This is an optimization exercise on Yosys and OpenROAD, whose aim is small area, a short achievable clock period and few clock cycles per item, not a production implementation. The RTL was checked by simulation tests, not by an equivalence proof against the original design.

==> design/flow/design.v <==
package ppw_pkg;
  localparam int MaxPoints = 64;
  localparam int IdxW      = $clog2(MaxPoints);
  localparam int CntW      = $clog2(MaxPoints + 1);
  localparam int CoordW    = 23;
  localparam int DistW     = 23;
  localparam int LevelW    = 8;
  localparam int StepW     = 16;
  localparam int PointsW   = 7;
  localparam int D2W       = 48;
  localparam int CfgW      = 23;
  localparam logic [DistW-1:0] DistSat = {DistW{1'b1}};
  localparam logic [LevelW-1:0] LevelMax = {LevelW{1'b1}};
  typedef logic signed [CoordW-1:0] coord_t;
  typedef struct packed {
    coord_t z;
    coord_t x;
  } vtx_t;
  typedef struct packed {
    vtx_t   a;
    vtx_t   b;
    coord_t px;
    coord_t pz;
  } seg_req_t;
  typedef struct packed {
    logic                shoot;
    logic [LevelW-1:0]   level;
    logic [DistW-1:0]    distance;
  } post_res_t;
  typedef enum logic [1:0] {
    CFG_POINTS = 2'd0,
    CFG_WARN   = 2'd1,
    CFG_SHOOT  = 2'd2,
    CFG_STEP   = 2'd3
  } cfg_idx_t;
  typedef enum logic [2:0] {
    ST_IDLE, ST_LDA, ST_LDB, ST_SEG, ST_PGO, ST_PWAIT
  } core_st_t;
  typedef enum logic [2:0] {
    SG_IDLE, SG_MUL, SG_DECIDE, SG_SQ, SG_DIV, SG_DONE
  } seg_st_t;
  typedef enum logic [2:0] {
    PS_IDLE, PS_SQRT, PS_LVL, PS_DIV, PS_DONE
  } post_st_t;
  function automatic logic [2*CoordW-1:0] default_vtx(input logic [IdxW-1:0] idx);
    logic [2*CoordW-1:0] v;
    case (idx)
      IdxW'(0): v = 46'h00140107129a;   
      IdxW'(1): v = 46'h0054b606d493;   
      IdxW'(2): v = 46'h009cfc0673c6;   
      IdxW'(3): v = 46'h00e8f106095f;   
      IdxW'(4): v = 46'h01408505653e;   
      IdxW'(5): v = 46'h019a7d0499a2;   
      IdxW'(6): v = 46'h01eb9983b710;   
      IdxW'(7): v = 46'h01fed3031f2d;   
      IdxW'(8): v = 46'h0225a0829802;   
      IdxW'(9): v = 46'h022614025fd6;   
      IdxW'(10): v = 46'h02007e81fc39;   
      IdxW'(11): v = 46'h021ee181501d;   
      IdxW'(12): v = 46'h02519a013047;   
      IdxW'(13): v = 46'h0257e48100d5;   
      IdxW'(14): v = 46'h0261a9807f08;   
      IdxW'(15): v = 46'h02629d001a3f;   
      IdxW'(16): v = 46'h025c997edcf9;   
      IdxW'(17): v = 46'h02807dfda62e;   
      IdxW'(18): v = 46'h02795f7c605f;   
      IdxW'(19): v = 46'h023b3b7b3372;   
      IdxW'(20): v = 46'h01f38979fac3;   
      IdxW'(21): v = 46'h01a227796436;   
      IdxW'(22): v = 46'h015178f86bb6;   
      IdxW'(23): v = 46'h00cb1d77eb72;   
      IdxW'(24): v = 46'h0060f077ed5e;   
      IdxW'(25): v = 46'h3fa6ed783486;   
      IdxW'(26): v = 46'h3f627a78c037;   
      IdxW'(27): v = 46'h3ea21af92992;   
      IdxW'(28): v = 46'h3e42a87a3b6e;   
      IdxW'(29): v = 46'h3da9437b777c;   
      IdxW'(30): v = 46'h3d2680fcfd3a;   
      IdxW'(31): v = 46'h3d02e5ff0a5b;   
      IdxW'(32): v = 46'h3cf794009865;   
      IdxW'(33): v = 46'h3d13f382d35e;   
      IdxW'(34): v = 46'h3d96fd05f292;   
      IdxW'(35): v = 46'h3e0d6906d2f3;   
      IdxW'(36): v = 46'h3e922d0779b5;   
      IdxW'(37): v = 46'h3f9838875a31;   
      default:    v = '0;
    endcase
    default_vtx = v;
  endfunction
endpackage
module ppw_vtx_mem (
  input  logic                     clk,
  input  logic                     rst_n,
  input  logic                     wr_en,
  input  logic [ppw_pkg::IdxW-1:0] wr_addr,
  input  ppw_pkg::vtx_t            wr_data,
  input  logic                     rd_en,
  input  logic [ppw_pkg::IdxW-1:0] rd_addr,
  output ppw_pkg::vtx_t            rd_data
);
  logic [2*ppw_pkg::CoordW-1:0]    mem_r [ppw_pkg::MaxPoints];
  logic [ppw_pkg::MaxPoints-1:0]   vld_r;
  logic [2*ppw_pkg::CoordW-1:0]    dflt_rd;
  ppw_pkg::vtx_t                   rdat_r;
  assign dflt_rd = ppw_pkg::default_vtx(rd_addr);
  always_ff @(posedge clk) begin
    if (wr_en) begin
      mem_r[wr_addr] <= wr_data;
    end
    if (rd_en) begin
      rdat_r <= vld_r[rd_addr] ? mem_r[rd_addr] : dflt_rd;
    end
  end
  always_ff @(posedge clk) begin
    if (!rst_n) begin
      vld_r <= '0;
    end else if (wr_en) begin
      vld_r[wr_addr] <= 1'b1;
    end
  end
  assign rd_data = rdat_r;
endmodule
module ppw_seg_unit (
  input  logic                    clk,
  input  logic                    rst_n,
  input  logic                    start,
  input  ppw_pkg::seg_req_t       req,
  output logic                    done,
  output logic [ppw_pkg::D2W-1:0] d2
);
  localparam int OpW = ppw_pkg::CoordW + 2;
  localparam int PW  = 2 * OpW;
  localparam int NW  = 2 * ppw_pkg::D2W;
  localparam int HW  = ppw_pkg::D2W / 2;
  localparam logic [3:0] MulLast = 4'd10;
  localparam logic [3:0] SqLast  = 4'd3;
  localparam logic [5:0] DivLast = 6'(ppw_pkg::D2W - 1);
  ppw_pkg::seg_st_t st_r, st_nxt;
  logic [3:0]              step_r;
  logic [5:0]              cnt_r;
  logic signed [OpW-1:0]   dx_r, dz_r, wx_r, wz_r, ex_r, ez_r;
  logic signed [OpW-1:0]   ma, mb;
  logic signed [PW-1:0]    prod_r, len2_r, dot_r, c_r, w2_r, e2_r, cabs;
  logic [ppw_pkg::D2W-1:0] mag_r, q_r, rem_r, d2_r, q_nxt;
  logic [NW-1:0]           num_r, numf;
  logic [ppw_pkg::D2W:0]   trem;
  logic                    qbit;
  always_comb begin
    st_nxt = st_r;
    case (st_r)
      ppw_pkg::SG_IDLE:   if (start) st_nxt = ppw_pkg::SG_MUL;
      ppw_pkg::SG_MUL:    if (step_r == MulLast) st_nxt = ppw_pkg::SG_DECIDE;
      ppw_pkg::SG_DECIDE: begin
        if (len2_r == '0 || dot_r[PW-1] || dot_r == '0 || dot_r >= len2_r)
          st_nxt = ppw_pkg::SG_DONE;
        else st_nxt = ppw_pkg::SG_SQ;
      end
      ppw_pkg::SG_SQ:     if (step_r == SqLast) st_nxt = ppw_pkg::SG_DIV;
      ppw_pkg::SG_DIV:    if (cnt_r == DivLast) st_nxt = ppw_pkg::SG_DONE;
      ppw_pkg::SG_DONE:   st_nxt = ppw_pkg::SG_IDLE;
      default:            st_nxt = ppw_pkg::SG_IDLE;
    endcase
  end
  always_ff @(posedge clk) begin
    if (!rst_n) st_r <= ppw_pkg::SG_IDLE;
    else        st_r <= st_nxt;
  end
  always_comb begin
    ma = dx_r;
    mb = dx_r;
    if (st_r == ppw_pkg::SG_SQ) begin
      ma = OpW'({1'b0, mag_r[HW-1:0]});
      mb = OpW'({1'b0, mag_r[HW-1:0]});
      case (step_r)
        4'd1:    ma = OpW'({1'b0, mag_r[ppw_pkg::D2W-1:HW]});
        4'd2: begin
          ma = OpW'({1'b0, mag_r[ppw_pkg::D2W-1:HW]});
          mb = OpW'({1'b0, mag_r[ppw_pkg::D2W-1:HW]});
        end
        default: ;
      endcase
    end else begin
      case (step_r)
        4'd1:    begin ma = dz_r; mb = dz_r; end
        4'd2:    begin ma = wx_r; mb = dx_r; end
        4'd3:    begin ma = wz_r; mb = dz_r; end
        4'd4:    begin ma = wx_r; mb = dz_r; end
        4'd5:    begin ma = wz_r; mb = dx_r; end
        4'd6:    begin ma = wx_r; mb = wx_r; end
        4'd7:    begin ma = wz_r; mb = wz_r; end
        4'd8:    begin ma = ex_r; mb = ex_r; end
        4'd9:    begin ma = ez_r; mb = ez_r; end
        default: ;
      endcase
    end
  end
  assign cabs  = c_r[PW-1] ? -c_r : c_r;
  assign numf  = num_r + (NW'(prod_r) << ppw_pkg::D2W);
  assign trem  = {rem_r, q_r[ppw_pkg::D2W-1]};
  assign qbit  = (trem >= (ppw_pkg::D2W+1)'(len2_r));
  assign q_nxt = {q_r[ppw_pkg::D2W-2:0], qbit};
  always_ff @(posedge clk) begin
    case (st_r)
      ppw_pkg::SG_IDLE: begin
        step_r <= '0;
        dx_r <= OpW'($signed(req.b.x)) - OpW'($signed(req.a.x));
        dz_r <= OpW'($signed(req.b.z)) - OpW'($signed(req.a.z));
        wx_r <= OpW'($signed(req.px)) - OpW'($signed(req.a.x));
        wz_r <= OpW'($signed(req.pz)) - OpW'($signed(req.a.z));
        ex_r <= OpW'($signed(req.px)) - OpW'($signed(req.b.x));
        ez_r <= OpW'($signed(req.pz)) - OpW'($signed(req.b.z));
      end
      ppw_pkg::SG_MUL: begin
        prod_r <= ma * mb;
        step_r <= step_r + 4'd1;
        case (step_r)
          4'd1:    len2_r <= prod_r;
          4'd2:    len2_r <= len2_r + prod_r;
          4'd3:    dot_r  <= prod_r;
          4'd4:    dot_r  <= dot_r + prod_r;
          4'd5:    c_r    <= prod_r;
          4'd6:    c_r    <= c_r - prod_r;
          4'd7:    w2_r   <= prod_r;
          4'd8:    w2_r   <= w2_r + prod_r;
          4'd9:    e2_r   <= prod_r;
          4'd10:   e2_r   <= e2_r + prod_r;
          default: ;
        endcase
      end
      ppw_pkg::SG_DECIDE: begin
        step_r <= '0;
        mag_r  <= cabs[ppw_pkg::D2W-1:0];
        if (len2_r == '0 || dot_r[PW-1] || dot_r == '0) d2_r <= w2_r[ppw_pkg::D2W-1:0];
        else if (dot_r >= len2_r)                       d2_r <= e2_r[ppw_pkg::D2W-1:0];
      end
      ppw_pkg::SG_SQ: begin
        prod_r <= ma * mb;
        step_r <= step_r + 4'd1;
        case (step_r)
          4'd1: num_r <= NW'(prod_r);
          4'd2: num_r <= num_r + (NW'(prod_r) << (HW + 1));
          4'd3: begin
            num_r <= numf;
            rem_r <= numf[NW-1:ppw_pkg::D2W];
            q_r   <= numf[ppw_pkg::D2W-1:0];
            cnt_r <= '0;
          end
          default: ;
        endcase
      end
      ppw_pkg::SG_DIV: begin
        rem_r <= qbit ? ppw_pkg::D2W'(trem - (ppw_pkg::D2W+1)'(len2_r))
                      : trem[ppw_pkg::D2W-1:0];
        q_r   <= q_nxt;
        cnt_r <= cnt_r + 6'd1;
        if (cnt_r == DivLast) d2_r <= q_nxt;
      end
      default: ;
    endcase
  end
  assign done = (st_r == ppw_pkg::SG_DONE);
  assign d2   = d2_r;
endmodule
module ppw_post (
  input  logic                      clk,
  input  logic                      rst_n,
  input  logic                      start,
  input  logic [ppw_pkg::D2W-1:0]   d2,
  input  logic                      d2_vld,
  input  logic                      god,
  input  logic [ppw_pkg::DistW-1:0] warn,
  input  logic [ppw_pkg::DistW-1:0] shoot_dist,
  input  logic [ppw_pkg::StepW-1:0] step,
  input  logic                      ack,
  output logic                      res_vld,
  output ppw_pkg::post_res_t        res
);
  localparam int RW = ppw_pkg::D2W / 2;
  localparam int DW = ppw_pkg::DistW;
  localparam int SW = ppw_pkg::StepW;
  localparam logic [4:0] SqrtLast = 5'(RW - 1);
  localparam logic [4:0] DivLast  = 5'(DW - 1);
  ppw_pkg::post_st_t st_r, st_nxt;
  logic [4:0]          cnt_r;
  logic [ppw_pkg::D2W-1:0] v_r;
  logic [RW-1:0]       root_r;
  logic [RW+1:0]       srem_r;
  logic [RW+2:0]       st_t, st_trial;
  logic                sbit;
  logic [DW-1:0]       dist_r, dq_r, dq_nxt;
  logic [SW-1:0]       drem_r, dv_r;
  logic [SW:0]         dt;
  logic                dbit;
  logic                god_r;
  ppw_pkg::post_res_t  res_r;
  always_comb begin
    st_nxt = st_r;
    case (st_r)
      ppw_pkg::PS_IDLE: begin
        if (start) st_nxt = d2_vld ? ppw_pkg::PS_SQRT : ppw_pkg::PS_LVL;
      end
      ppw_pkg::PS_SQRT: if (cnt_r == SqrtLast) st_nxt = ppw_pkg::PS_LVL;
      ppw_pkg::PS_LVL:  st_nxt = (dist_r <= warn) ? ppw_pkg::PS_DIV : ppw_pkg::PS_DONE;
      ppw_pkg::PS_DIV:  if (cnt_r == DivLast) st_nxt = ppw_pkg::PS_DONE;
      ppw_pkg::PS_DONE: if (ack) st_nxt = ppw_pkg::PS_IDLE;
      default:          st_nxt = ppw_pkg::PS_IDLE;
    endcase
  end
  always_ff @(posedge clk) begin
    if (!rst_n) st_r <= ppw_pkg::PS_IDLE;
    else        st_r <= st_nxt;
  end
  assign st_t     = {srem_r[RW:0], v_r[ppw_pkg::D2W-1 -: 2]};
  assign st_trial = (RW+3)'({root_r, 2'b01});
  assign sbit     = (st_t >= st_trial);
  assign dt       = {drem_r, dq_r[DW-1]};
  assign dbit     = (dt >= (SW+1)'(dv_r));
  assign dq_nxt   = {dq_r[DW-2:0], dbit};
  always_ff @(posedge clk) begin
    case (st_r)
      ppw_pkg::PS_IDLE: begin
        cnt_r  <= '0;
        god_r  <= god;
        v_r    <= d2;
        root_r <= '0;
        srem_r <= '0;
        dist_r <= ppw_pkg::DistSat;
      end
      ppw_pkg::PS_SQRT: begin
        cnt_r  <= cnt_r + 5'd1;
        v_r    <= v_r << 2;
        root_r <= {root_r[RW-2:0], sbit};
        srem_r <= sbit ? (RW+2)'(st_t - st_trial) : st_t[RW+1:0];
        if (cnt_r == SqrtLast) begin
          if ({root_r[RW-2:0], sbit} > RW'(ppw_pkg::DistSat)) dist_r <= ppw_pkg::DistSat;
          else dist_r <= DW'({root_r[RW-2:0], sbit});
        end
      end
      ppw_pkg::PS_LVL: begin
        cnt_r          <= '0;
        dq_r           <= warn - dist_r;
        drem_r         <= '0;
        dv_r           <= (step == '0) ? SW'(1) : step;
        res_r.distance <= dist_r;
        res_r.level    <= '0;
        res_r.shoot    <= (dist_r <= warn) && (dist_r <= shoot_dist) && !god_r;
      end
      ppw_pkg::PS_DIV: begin
        cnt_r  <= cnt_r + 5'd1;
        dq_r   <= dq_nxt;
        drem_r <= dbit ? SW'(dt - (SW+1)'(dv_r)) : dt[SW-1:0];
        if (cnt_r == DivLast) begin
          if (dq_nxt == '0)                  res_r.level <= ppw_pkg::LevelW'(1);
          else if (dq_nxt > DW'(ppw_pkg::LevelMax)) res_r.level <= ppw_pkg::LevelMax;
          else                               res_r.level <= dq_nxt[ppw_pkg::LevelW-1:0];
        end
      end
      default: ;
    endcase
  end
  assign res_vld = (st_r == ppw_pkg::PS_DONE);
  assign res     = res_r;
endmodule
module polyline_proximity_warning_core (
  input  logic        clk,
  input  logic        rst_n,
  input  logic        in_tvalid,
  output logic        in_tready,
  input  logic [55:0] in_tdata,    
  input  logic [1:0]  in_tuser,    
  output logic        out_tvalid,
  input  logic        out_tready,
  output logic [31:0] out_tdata,   
  input  logic        cfg_we,
  input  logic [1:0]  cfg_index,
  input  logic [22:0] cfg_wdata
);
  ppw_pkg::core_st_t st_r, st_nxt;
  logic [ppw_pkg::PointsW-1:0] points_r;
  logic [ppw_pkg::DistW-1:0]   warn_r, shoot_r;
  logic [ppw_pkg::StepW-1:0]   step_r;
  logic [ppw_pkg::CntW-1:0]    n_r, n_cur;
  logic [ppw_pkg::IdxW-1:0]    i_r, rd_addr;
  ppw_pkg::coord_t             px_r, pz_r, in_x, in_z;
  logic                        god_r, in_acc, is_query, short_q, rd_en;
  ppw_pkg::vtx_t               a_r, rd_data, wr_data;
  ppw_pkg::seg_req_t           seg_req;
  logic                        seg_done, post_vld, post_ack, last_seg;
  logic [ppw_pkg::D2W-1:0]     seg_d2, best_r;
  logic                        best_vld_r;
  ppw_pkg::post_res_t          post_res;
  logic                        out_tvalid_r;
  logic [31:0]                 out_tdata_r;
  assign in_tready = (st_r == ppw_pkg::ST_IDLE);
  assign in_acc    = in_tvalid && in_tready;
  assign is_query  = in_tuser[0];
  assign in_x      = in_tdata[28:6];
  assign in_z      = in_tdata[51:29];
  assign n_cur     = (points_r > ppw_pkg::PointsW'(ppw_pkg::MaxPoints))
                     ? ppw_pkg::CntW'(ppw_pkg::MaxPoints) : ppw_pkg::CntW'(points_r);
  assign short_q   = (in_x == '0 && in_z == '0) || (n_cur < ppw_pkg::CntW'(2));
  assign last_seg  = (ppw_pkg::CntW'(i_r) == n_r - ppw_pkg::CntW'(1));
  assign post_ack  = (st_r == ppw_pkg::ST_PWAIT) && post_vld && (!out_tvalid_r || out_tready);
  always_ff @(posedge clk) begin
    if (!rst_n) begin
      points_r <= ppw_pkg::PointsW'(38);
      warn_r   <= ppw_pkg::DistW'(9600);
      shoot_r  <= ppw_pkg::DistW'(5200);
      step_r   <= ppw_pkg::StepW'(440);
    end else if (cfg_we) begin
      case (cfg_index)
        ppw_pkg::CFG_POINTS: points_r <= cfg_wdata[ppw_pkg::PointsW-1:0];
        ppw_pkg::CFG_WARN:   warn_r   <= cfg_wdata;
        ppw_pkg::CFG_SHOOT:  shoot_r  <= cfg_wdata;
        ppw_pkg::CFG_STEP:   step_r   <= cfg_wdata[ppw_pkg::StepW-1:0];
        default: ;
      endcase
    end
  end
  always_comb begin
    st_nxt = st_r;
    case (st_r)
      ppw_pkg::ST_IDLE: begin
        if (in_acc && is_query) st_nxt = short_q ? ppw_pkg::ST_PGO : ppw_pkg::ST_LDA;
      end
      ppw_pkg::ST_LDA:   st_nxt = ppw_pkg::ST_LDB;
      ppw_pkg::ST_LDB:   st_nxt = ppw_pkg::ST_SEG;
      ppw_pkg::ST_SEG: begin
        if (seg_done) st_nxt = last_seg ? ppw_pkg::ST_PGO : ppw_pkg::ST_LDB;
      end
      ppw_pkg::ST_PGO:   st_nxt = ppw_pkg::ST_PWAIT;
      ppw_pkg::ST_PWAIT: if (post_ack) st_nxt = ppw_pkg::ST_IDLE;
      default:           st_nxt = ppw_pkg::ST_IDLE;
    endcase
  end
  always_comb begin
    rd_en   = 1'b0;
    rd_addr = '0;
    case (st_r)
      ppw_pkg::ST_IDLE: rd_en = in_acc && is_query;
      ppw_pkg::ST_LDA:  begin rd_en = 1'b1; rd_addr = ppw_pkg::IdxW'(1); end
      ppw_pkg::ST_SEG:  begin rd_en = seg_done && !last_seg; rd_addr = i_r + 1'b1; end
      default: ;
    endcase
  end
  always_ff @(posedge clk) begin
    if (!rst_n) st_r <= ppw_pkg::ST_IDLE;
    else        st_r <= st_nxt;
  end
  always_ff @(posedge clk) begin
    case (st_r)
      ppw_pkg::ST_IDLE: begin
        px_r       <= in_x;
        pz_r       <= in_z;
        god_r      <= in_tuser[1];
        n_r        <= n_cur;
        best_vld_r <= 1'b0;
      end
      ppw_pkg::ST_LDA: begin
        a_r <= rd_data;
        i_r <= ppw_pkg::IdxW'(1);
      end
      ppw_pkg::ST_LDB: a_r <= rd_data;
      ppw_pkg::ST_SEG: begin
        if (seg_done) begin
          if (!best_vld_r || seg_d2 < best_r) best_r <= seg_d2;
          best_vld_r <= 1'b1;
          if (!last_seg) i_r <= i_r + 1'b1;
        end
      end
      default: ;
    endcase
  end
  assign wr_data.x  = in_x;
  assign wr_data.z  = in_z;
  assign seg_req.a  = a_r;
  assign seg_req.b  = rd_data;
  assign seg_req.px = px_r;
  assign seg_req.pz = pz_r;
  ppw_vtx_mem u_mem (
    .clk     (clk),
    .rst_n   (rst_n),
    .wr_en   (in_acc && !is_query),
    .wr_addr (in_tdata[ppw_pkg::IdxW-1:0]),
    .wr_data (wr_data),
    .rd_en   (rd_en),
    .rd_addr (rd_addr),
    .rd_data (rd_data)
  );
  ppw_seg_unit u_seg (
    .clk   (clk),
    .rst_n (rst_n),
    .start (st_r == ppw_pkg::ST_LDB),
    .req   (seg_req),
    .done  (seg_done),
    .d2    (seg_d2)
  );
  ppw_post u_post (
    .clk        (clk),
    .rst_n      (rst_n),
    .start      (st_r == ppw_pkg::ST_PGO),
    .d2         (best_r),
    .d2_vld     (best_vld_r),
    .god        (god_r),
    .warn       (warn_r),
    .shoot_dist (shoot_r),
    .step       (step_r),
    .ack        (post_ack),
    .res_vld    (post_vld),
    .res        (post_res)
  );
  always_ff @(posedge clk) begin
    if (!rst_n) begin
      out_tvalid_r <= 1'b0;
    end else if (post_ack) begin
      out_tvalid_r <= 1'b1;
    end else if (out_tready) begin
      out_tvalid_r <= 1'b0;
    end
  end
  always_ff @(posedge clk) begin
    if (post_ack) out_tdata_r <= {post_res.shoot, post_res.level, post_res.distance};
  end
  assign out_tvalid = out_tvalid_r;
  assign out_tdata  = out_tdata_r;
endmodule
==> design/flow/run.sh <==
#!/bin/bash
# synth_recipe.tcl (not shown) runs the flow's synth.tcl, then flattens the netlist and writes it again
# the make line also repeats each setting of config.mk as NAME=value (left out here)
make -C /OpenROAD-flow-scripts/flow DESIGN_CONFIG=/design/flow/config.mk WORK_HOME=/design/flow/orfs CLKGATE_MAP_FILE= SYNTH_SCRIPT=/design/flow/synth_recipe.tcl finish
==> design/flow/config.mk <==
export PLATFORM = sky130hd
export DESIGN_NAME = polyline_proximity_warning_core
export DESIGN_NICKNAME = polyline_proximity_warning_core
export VERILOG_FILES = /design/flow/design.v
export SDC_FILE = /design/flow/constraint.sdc
export NUM_CORES = 8
export LEC_CHECK = 0
export CAP_MARGIN = 20
export CORE_MARGIN = 2
export CORE_UTILIZATION = 40
export SLEW_MARGIN = 20
==> design/flow/constraint.sdc <==
create_clock -name core_clock -period 11.0 [get_ports {clk}]
set_input_delay 2.2000 -clock core_clock [delete_from_list [all_inputs] [get_ports {clk}]]
set_output_delay 2.2000 -clock core_clock [all_outputs]
set_load 0.01 [all_outputs]
==> flow_summary.json <==
{
  "crit_type": "reg2reg",
  "cts_root_buf": "clkbuf_16",
  "synth_edf_count": 4128,
  "via_per_inst": 5.827,
  "ys_types": 113,
  "seq_area_frac_synth_pct": 56.90,
  "die_h_um": 750.5,
  "slew_headroom_pct": 14.50,
  "synth_compound_area_share_pct": 13.55,
  "cp_common_cell": "fa_1",
  "synth_xor_area_share_pct": 2.468,
  "fin_hold_ws_ns": 0.4149,
  "drv_cap": 0,
  "ys_warn_count": 4,
  "synthTopCellsByCount": "4,128 x edfxtp_1, 1,840 x nand2_1, 1,200 x inv_1, 1,113 x nor2_1, 944 x o21ai_0",
  "fin_setup_tns_ns": 0,
  "synth_area_per_cell_um2": 12.47,
  "hpwl_mm": 430.9,
  "hp-class": "reg2reg",
  "setup_violations": 0,
  "synthesis.nets": 19545,
  "first_pass_iters": 9,
  "slew_violations": 0,
  "clockBufferDepth": 4,
  "path_clk_slew_ns": 0.07,
  "track_usage_pct": 22.99,
  "gr-total-overflow": 0,
  "synth.most_common_cell": "edfxtp_1",
  "cp.required_ns": 11.72,
  "path_max_fanout": 15,
  "yosys.area.top_type": "edfxtp_1",
  "hold_buffers": 0,
  "die_area_um2": 563300,
  "async_flop_share_pct": 0,
  "setup_slack_ns": 0.4910,
  "vias": 150042,
  "cts-htree-levels": 5,
  "synth_top_family_by_area": "compound AO/OA/AOI/OAI gates",
  "max_freq_ghz": 0.09516,
  "cpMaxStageDelayCell": "fa_1",
  "tritoncts": "yes",
  "worst_pin_slew_ns": 1.282,
  "ys_ff_latch": 4271,
  "totalWireLength_mm": 669.8,
  "synthMuxAreaShare_pct": 4.517,
  "worst_setup_path_end_kind": "register",
  "synth_adder_area_share_pct": 11.12,
  "synth_top_area_share_pct": 55.61,
  "num-nets-final": 19584,
  "post-cts-setup-buffers": 0,
  "worstSkewPairLatency_ns": 1.06,
  "die_w_um": 750.5,
  "io_pins": 122,
  "final_hold_viol_count": 0,
  "crit_arrival_ns": 11.23,
  "min_period_over_period_pct": 95.54,
  "port_buffers": 117,
  "post-place-ws_ns": 0.5531,
  "core_area_um2": 556100,
  "ctsResizeCount": 0,
  "fin_skew_ns": 0.1113,
  "gp_congestion": 0.9104,
  "postRouteAntennaNets": 0,
  "netlist_area_um2": 222900,
  "start_util_pct": 40.09,
  "fin_crit_ns": 10.51,
  "syn_to_final_growth_pct": 11.36,
  "synthCells": 17881,
  "worst_setup_path_start_kind": "register",
  "clock_sinks": 4271,
  "grt_pass1_wl_mm": 978.4,
  "yosys.area_share.simple_pct": 7.801,
  "grt_max_degree": 171,
  "synth.area.top_cells": "edfxtp_1 56%, fa_1 6.1%, ha_1 5.1%, nand2_1 3.1%, mux2_2 2.9%",
  "slowest_delay_ns": 0.71,
  "drt_iter0_markers": 18655,
  "synth_flop_cell": "edfxtp_1",
  "dp_cells": 24936,
  "row_count": 274,
  "status": "no timing/DRC/antenna violations",
  "antenna_found_initial": 39,
  "final_cells": 25750,
  "drive_gt1_share_pct": 10.41,
  "wl_per_cell_um": 26.01,
  "cts_buffers": 433,
  "rsz0062_at_grt": "false",
  "grt_pass1_vias": 146285,
  "drc": 0
}
[through the flow]
stage	instance area (µm²)	utilization (%)
global placement	234000	42.08
CTS	248200	44.63
floorplan	222900	-
finish	248200	44.64
detailed placement	234000	42.08
global route	248200	44.63
[registers in the layout, summed over array words and instances (netlist names), 25 cells and up]
name / cells
a_r: 46
best_r: 48
out_tdata_r: 32
u_mem.mem_r: 2944
u_mem.rdat_r: 46
u_mem.vld_r: 64
u_post.res_r: 32
u_post.srem_r: 25
u_post.v_r: 48
u_seg.c_r: 50
u_seg.d2_r: 48
u_seg.dot_r: 50
u_seg.e2_r: 48
u_seg.len2_r: 50
u_seg.mag_r: 48
u_seg.num_r: 96
u_seg.prod_r: 50
u_seg.q_r: 48
u_seg.rem_r: 48
u_seg.w2_r: 48
[layout by cell type, fill, tap and decap left out, types with 84 or more instances in the layout]
cell       count
edfxtp_1    4128
nand2_1     1832
inv_1       1196
nor2_1      1037
o21ai_0      943
ha_1         901
a21oi_1      794
fa_1         675
a222oi_1     602
mux2_2       573
clkbuf_16    439
buf_4        404
xnor2_1      383
a21o_1       347
mux2i_1      347
a211oi_1     248
xor2_1       245
nand3_1      192
a22oi_1      179
nor3_1       171
o21a_1       148
dfxtp_1      143
nor2b_1      141
a311oi_1     132
nand2b_1     118
a31oi_1      109
nand4_1      105
clkinv_1      98
a21boi_0      85
clkinv_2      84
[area by class of cell]
| class | instances | area, µm² |
|---|---|---|
| clock inverter | 268 | 2708 |
| inverter | 1207 | 4567 |
| timing repair buffer | 543 | 4446 |
| multi-input combinational | 11464 | 88870 |
| antenna | 15 | 37.54 |
| tap | 7452 | 9324 |
| clock buffer | 530 | 11450 |
| sequential | 4271 | 126800 |
| fill | 50602 | 307900 |
[worst max-delay path: cells and delay by family (launching register included)]
| family | cells | cell delay (ns) |
|---|---|---|
| compound gates | 8 | 1.93 |
| xor+xnor | 1 | 0.08 |
| fa+ha+maj | 8 | 4.17 |
| buf+inv | 7 | 0.94 |
| flops | 1 | 0.53 |
| simple gates | 9 | 2.57 |
[routing by layer]
metal	vias up	track usage (%)	share of wire, %
li1	67229	-	-
met1	75488	31.61	42
met2	6200	37.86	47
met3	1113	2.829	7.4
met4	12	7.719	3.7
met5	-	0	0.012
[path summary, 6_finish.rpt]
kind                          from               end  slack, ns  cells after the start
setup reg to reg   u_seg.step_r[3]  u_seg.prod_r[49]       0.49                     33
hold / removal    u_post.res_r[16]   out_tdata_r[16]       0.41                      0
setup / recovery   u_seg.step_r[3]  u_seg.prod_r[49]       0.49                     33
hold reg to reg   u_post.res_r[16]   out_tdata_r[16]       0.41                      0
[cells by family (layout without fill, tap and decap cells)]
kind of cell | Yosys count | count (layout)
AND/OR/NAND/NOR | 4003 | 4003
AO/OA/AOI/OAI | 4326 | 4326
XOR/XNOR | 628 | 628
other | 0 | 15
multiplexers | 931 | 931
buffers and inverters | 2146 | 2548
adder cells (fa/ha/maj) | 1576 | 1576
flip-flops | 4271 | 4271
Testbench counts, summed over its fixed seeds: cycles 681,060, queries 640.

## re-timing with driven ports
No port has a modelled driver above. Below, the same layout with a new extraction and two added sets of constraints. Step 1 (the two cells are an assumption about what drives the block):
set clk [get_ports {clk}]
set_driving_cell -lib_cell sky130_fd_sc_hd__clkbuf_16 $clk
set_driving_cell -lib_cell sky130_fd_sc_hd__buf_2 [delete_from_list [all_inputs] $clk]
Step 2 moves the port delays by t, midway between the first and last clock arrival at a register: inputs arrive t later, outputs are due t later. That takes back most of the time a late clock gives input paths. Slacks: ideal / step 1 / step 2; pairs: ideal / step 1.
shift t [ns]: 1.116
slack for setup (ns): 0.491 / 0.491 / 0.491
worst setup path at the end: register to register
clock arrival spread, ns: 0.117 / 0.118
After both steps setup and hold are still met in this run. For this run, drivers alone change the setup slack by 0.000 ns; drivers and shift together by 0.000 ns.
